Background: an optimization exercise with open tools, aiming at small area, a short achievable clock period and few clock cycles per item. Do not read the settings as production practice. The RTL was checked by simulation tests, not by an equivalence proof against the original design.

// nlc_top
module nlc_top
(
	input logic clk,
	input logic rst,
	input logic req,
	output logic ack,
	input logic [nlc_pkg::NUM_CH*nlc_pkg::ADC_W-1:0] x_adc,
	input logic [nlc_pkg::NUM_CH*256-1:0] ch_params,
	output logic [nlc_pkg::NUM_CH*nlc_pkg::ADC_W-1:0] x_lin
);
	logic [nlc_pkg::NUM_UNITS-1:0][31:0] a_next;
	logic [nlc_pkg::NUM_UNITS-1:0][31:0] op_b;
	logic [nlc_pkg::NUM_UNITS-1:0][31:0] op_c;
	logic [nlc_pkg::NUM_UNITS-1:0][31:0] out;
	logic [3:0] store_en;
	nlc_control u_control (
		.clk (clk),
		.rst (rst),
		.req (req),
		.ack (ack),
		.x_adc (x_adc),
		.ch_params (ch_params),
		.out (out),
		.a_next (a_next),
		.op_b (op_b),
		.op_c (op_c),
		.store_en (store_en)
	);
	genvar u;
	generate
		for (u = 0; u < nlc_pkg::NUM_UNITS; u++) begin : g_mac
			fx_mac u_mac (
				.clk (clk),
				.a_next (a_next[u]),
				.b (op_b[u]),
				.c (op_c[u]),
				.out (out[u])
			);
		end
	endgenerate
	result_store u_store (
		.clk (clk),
		.rst (rst),
		.wr_en (store_en),
		.result (out),
		.x_lin (x_lin)
	);
endmodule
Size: about 9500 cells after synthesis, ~900 flip-flops, about 1200 I/O pins, about 78000 sq um of cells after synthesis.
==> module nlc_control, before the edit <==
module nlc_control
(
	input logic clk,
	input logic rst,
	input logic req,
	output logic ack,
	input logic [nlc_pkg::NUM_CH*nlc_pkg::ADC_W-1:0] x_adc,
	input logic [nlc_pkg::NUM_CH*256-1:0] ch_params,
	input logic [nlc_pkg::NUM_UNITS-1:0][31:0] out,
	output logic [nlc_pkg::NUM_UNITS-1:0][31:0] a_next,
	output logic [nlc_pkg::NUM_UNITS-1:0][31:0] op_b,
	output logic [nlc_pkg::NUM_UNITS-1:0][31:0] op_c,
	output logic [3:0] store_en
);
	logic busy;
	logic [3:0] cnt;
	logic par;
	logic [5:0] step;
	logic [1:0] sel_rs;
	logic [1:0][4:0] sel_cf;
	logic sel_b_out;
	logic sel_a_out;
	logic [1:0] sel_nm;
	logic [1:0] sel_c5;
	always_ff @(posedge clk) begin
		if (rst) begin
			busy <= 1'b0;
			cnt <= '0;
			ack <= 1'b0;
		end else if (busy) begin
			cnt <= cnt + 1'b1;
			if (cnt == nlc_pkg::CNT_LAST) begin
				busy <= 1'b0;
				ack <= 1'b1;
			end
		end else if (ack) begin
			if (!req) begin
				ack <= 1'b0;
			end
		end else if (req) begin
			busy <= 1'b1;
			cnt <= '0;
		end
	end
	always_ff @(posedge clk) begin
		if (!busy) begin
			par <= 1'b0;
			step <= 6'b000001;
		end else begin
			par <= !par;
			if (par) begin
				step <= {step[4:0], step[5]};
			end
		end
	end
	always_comb begin
		sel_rs = '0;
		sel_cf = '0;
		sel_nm = '0;
		sel_c5 = '0;
		sel_b_out = busy && step[1];
		sel_a_out = busy && (|step[5:2]);
		if (!busy) begin
			sel_nm[0] = 1'b1;
		end else begin
			sel_rs[par] = step[0];
			for (int k = 0; k < 5; k++) begin
				sel_cf[par][k] = step[5 - k];
			end
			sel_nm[1] = step[0] && !par;
			sel_c5[0] = step[0] && par;
			sel_c5[1] = step[1] && !par;
		end
	end
	genvar u;
	generate
		for (u = 0; u < nlc_pkg::NUM_UNITS; u++) begin : g_unit
			logic [31:0] b_other;
			logic [20:0] x_r;
			logic [31:0] w_r;
			logic [31:0] acc;
			logic [31:0] b_next;
			logic [31:0] c_next;
			logic [31:0] w_next;
			logic [20:0] x_next;
			always_comb begin
				b_next = '0;
				c_next = '0;
				w_next = '0;
				x_next = '0;
				for (int i = 0; i < 2; i++) begin
					b_next |= {32{sel_rs[i]}} & ch_params[256*(2*u+i) + 192 +: 32];
					for (int k = 0; k < 5; k++) begin
						c_next |= {32{sel_cf[i][k]}} & ch_params[256*(2*u+i) + 32*k +: 32];
					end
					w_next |= {32{sel_nm[i]}} & ch_params[256*(2*u+i) + 224 +: 32];
					w_next |= {32{sel_c5[i]}} & ch_params[256*(2*u+i) + 160 +: 32];
					x_next |= {21{sel_nm[i]}} & x_adc[21*(2*u+i) +: 21];
				end
				if (sel_b_out) begin
					b_next = out[u];
				end else if (!(|sel_rs)) begin
					b_next = b_other;
				end
			end
			always_ff @(posedge clk) begin
				x_r <= x_next;
				w_r <= w_next;
			end
			assign acc = w_r + {11'd0, x_r};
			assign a_next[u] = sel_a_out ? out[u] : acc;
			always_ff @(posedge clk) begin
				op_b[u] <= b_next;
				op_c[u] <= c_next;
				b_other <= op_b[u];
			end
		end
	endgenerate
	always_comb begin
		store_en = '0;
		if (busy) begin
			case (cnt)
				4'd12: store_en = 4'b0101;
				4'd13: store_en = 4'b1010;
				default: store_en = '0;
			endcase
		end
	end
endmodule
==> flow/config.mk <==
export PLATFORM = sky130hd
export DESIGN_NAME = nlc_top
export DESIGN_NICKNAME = nlc_top
export VERILOG_FILES = /design/flow/design.v
export SDC_FILE = /design/flow/constraint.sdc
export NUM_CORES = 4
export LEC_CHECK = 0
export ABC_AREA = 1
export CAP_MARGIN = 30
export CORE_MARGIN = 2
export CORE_UTILIZATION = 40
export SLEW_MARGIN = 30
==> flow/constraint.sdc <==
create_clock -name core_clock -period 10.0 [get_ports {clk}]
set_input_delay 2.0000 -clock core_clock [delete_from_list [all_inputs] [get_ports {clk}]]
set_output_delay 2.0000 -clock core_clock [all_outputs]
set_load 0.01 [all_outputs]
standard.sh (not shown) runs the stock make flow with config.mk's settings and CLKGATE_MAP_FILE= SYNTH_SCRIPT=/design/flow/synth_recipe.tcl, a recipe that flattens the netlist after the stock synthesis.
==> flow/flow/run.sh <==
#!/bin/bash
# The standard ORFS layout (standard.sh, synthesis included, unchanged), with
# two changes to how it is made:
#  - the port buffers are the plain sky130_fd_sc_hd__buf_1 cell instead of the
#    cell buffer_ports picks by default (every port still gets its own buffer);
#  - repair_timing aims for 6.5 ns of setup slack at the design's 10 ns clock,
#    so it keeps sizing and buffering the paths longer than 3.5 ns.
# make's full output is kept in standard.log here; ORFS also writes each
# step's log under orfs/logs.
set -uo pipefail
export BUFFER_PORTS_ARGS="-buffer_cell sky130_fd_sc_hd__buf_1"
export SETUP_SLACK_MARGIN=6.5
bash standard.sh > standard.log 2>&1
Testbench counts at the start, summed over its fixed seeds: cycles 5,120, frames 320.
Then changed:
--- a/flow/design.v
+++ b/flow/design.v
@@ -4,9 +4,9 @@
 	localparam int NUM_UNITS = 2;
 	localparam int ADC_W = 21;
 	localparam int WORD_W = 32;
 	localparam int FRAC_BITS = 21;
-	localparam logic [3:0] CNT_LAST = 4'd13;
+	localparam logic [3:0] CNT_LAST = 4'd12;
 endpackage
 `timescale 1ns/1ps
 module fx_mac
 (
@@ -2466,8 +2466,9 @@
 	output logic [nlc_pkg::NUM_UNITS-1:0][31:0] op_c,
 	output logic [3:0] store_en
 );
 	logic busy;
+	logic start;
 	logic [3:0] cnt;
 	logic par;
 	logic [5:0] step;
 	logic [1:0] sel_rs;
@@ -2495,10 +2496,11 @@
 			busy <= 1'b1;
 			cnt <= '0;
 		end
 	end
+	assign start = !busy && !ack && req;
 	always_ff @(posedge clk) begin
-		if (!busy) begin
+		if (rst || (!busy && !start)) begin
 			par <= 1'b0;
 			step <= 6'b000001;
 		end else begin
 			par <= !par;
@@ -2511,29 +2513,26 @@
 		sel_rs = '0;
 		sel_cf = '0;
 		sel_nm = '0;
 		sel_c5 = '0;
-		sel_b_out = busy && step[1];
-		sel_a_out = busy && (|step[5:2]);
-		if (!busy) begin
-			sel_nm[0] = 1'b1;
-		end else begin
-			sel_rs[par] = step[0];
-			for (int k = 0; k < 5; k++) begin
-				sel_cf[par][k] = step[5 - k];
-			end
-			sel_nm[1] = step[0] && !par;
-			sel_c5[0] = step[0] && par;
-			sel_c5[1] = step[1] && !par;
+		sel_b_out = step[1];
+		sel_a_out = |step[5:2];
+		sel_rs[par] = step[0];
+		for (int k = 0; k < 5; k++) begin
+			sel_cf[par][k] = step[5 - k];
 		end
+		sel_nm[1] = step[0] && !par;
+		sel_c5[0] = step[0] && par;
+		sel_c5[1] = step[1] && !par;
 	end
 	genvar u;
 	generate
 		for (u = 0; u < nlc_pkg::NUM_UNITS; u++) begin : g_unit
 			logic [31:0] b_other;
 			logic [20:0] x_r;
 			logic [31:0] w_r;
 			logic [31:0] acc;
+			logic [31:0] acc0;
 			logic [31:0] b_next;
 			logic [31:0] c_next;
 			logic [31:0] w_next;
 			logic [20:0] x_next;
@@ -2550,9 +2549,11 @@
 					w_next |= {32{sel_nm[i]}} & ch_params[256*(2*u+i) + 224 +: 32];
 					w_next |= {32{sel_c5[i]}} & ch_params[256*(2*u+i) + 160 +: 32];
 					x_next |= {21{sel_nm[i]}} & x_adc[21*(2*u+i) +: 21];
 				end
-				if (sel_b_out) begin
+				if (!busy) begin
+					b_next = acc0;
+				end else if (sel_b_out) begin
 					b_next = out[u];
 				end else if (!(|sel_rs)) begin
 					b_next = b_other;
 				end
@@ -2561,9 +2562,22 @@
 				x_r <= x_next;
 				w_r <= w_next;
 			end
 			assign acc = w_r + {11'd0, x_r};
-			assign a_next[u] = sel_a_out ? out[u] : acc;
+			logic [21:0] acc0_lo;
+			logic [10:0] acc0_hi;
+			assign acc0_lo = {1'b0, ch_params[256*(2*u) + 224 +: 21]} + {1'b0, x_adc[21*(2*u) +: 21]};
+			assign acc0_hi = ch_params[256*(2*u) + 245 +: 11] + 11'd1;
+			assign acc0 = {acc0_lo[21] ? acc0_hi : ch_params[256*(2*u) + 245 +: 11], acc0_lo[20:0]};
+			always_comb begin
+				if (!busy) begin
+					a_next[u] = ch_params[256*(2*u) + 192 +: 32];
+				end else if (sel_a_out) begin
+					a_next[u] = out[u];
+				end else begin
+					a_next[u] = acc;
+				end
+			end
 			always_ff @(posedge clk) begin
 				op_b[u] <= b_next;
 				op_c[u] <= c_next;
 				b_other <= op_b[u];
@@ -2573,10 +2587,10 @@
 	always_comb begin
 		store_en = '0;
 		if (busy) begin
 			case (cnt)
-				4'd12: store_en = 4'b0101;
-				4'd13: store_en = 4'b1010;
+				4'd11: store_en = 4'b0101;
+				4'd12: store_en = 4'b1010;
 				default: store_en = '0;
 			endcase
 		end
 	end
The new run finished clean.
Die area came out higher by a few percent.
Via count climbs by a little under a tenth.
Final cell count is higher by a little under a tenth.
Flip-flop and latch count is unchanged.
Hold slack gets better by 24 ps.
Non-clock buffer count rises by 1.
Cell area rose by a few percent.
Wire length climbs by a few percent.
Clock-buffer cell count goes up by 7.
Register-to-register slack gets worse by 120 ps.
Testbench counts after the change, summed over its fixed seeds: cycles 4,800, frames 320.

[afterwards: timing with drivers on the ports]
Ports are ideal in the flow. The routed layouts listed here were re-timed in OpenROAD. Step 1 assumes that a clkbuf_16 drives the clock port and a buf_2 every other input. Step 2 times the ports against the registers' clock, not the clock port: input delays grow and output delays shrink by t, the midpoint of the rising clock arrivals with the driver on. a / b / c = no drivers / after step 1 / after step 2; a / b = the first two.
run | shift t [ns] | setup slack, ns | slew at the worst register clock pin (ns) | pins driven straight from the clock port
the first run | 0.926 | 6.197 / 6.197 / 5.764 | 0.07 / 0.07 | 1
the second run | 0.883 | 6.078 / 6.078 / 5.506 | 0.07 / 0.07 | 1
After both steps every run listed still meets setup and hold. The setup slack of the second run, which loses most, moves by 0.000 ns with the drivers and by -0.572 ns with both steps.
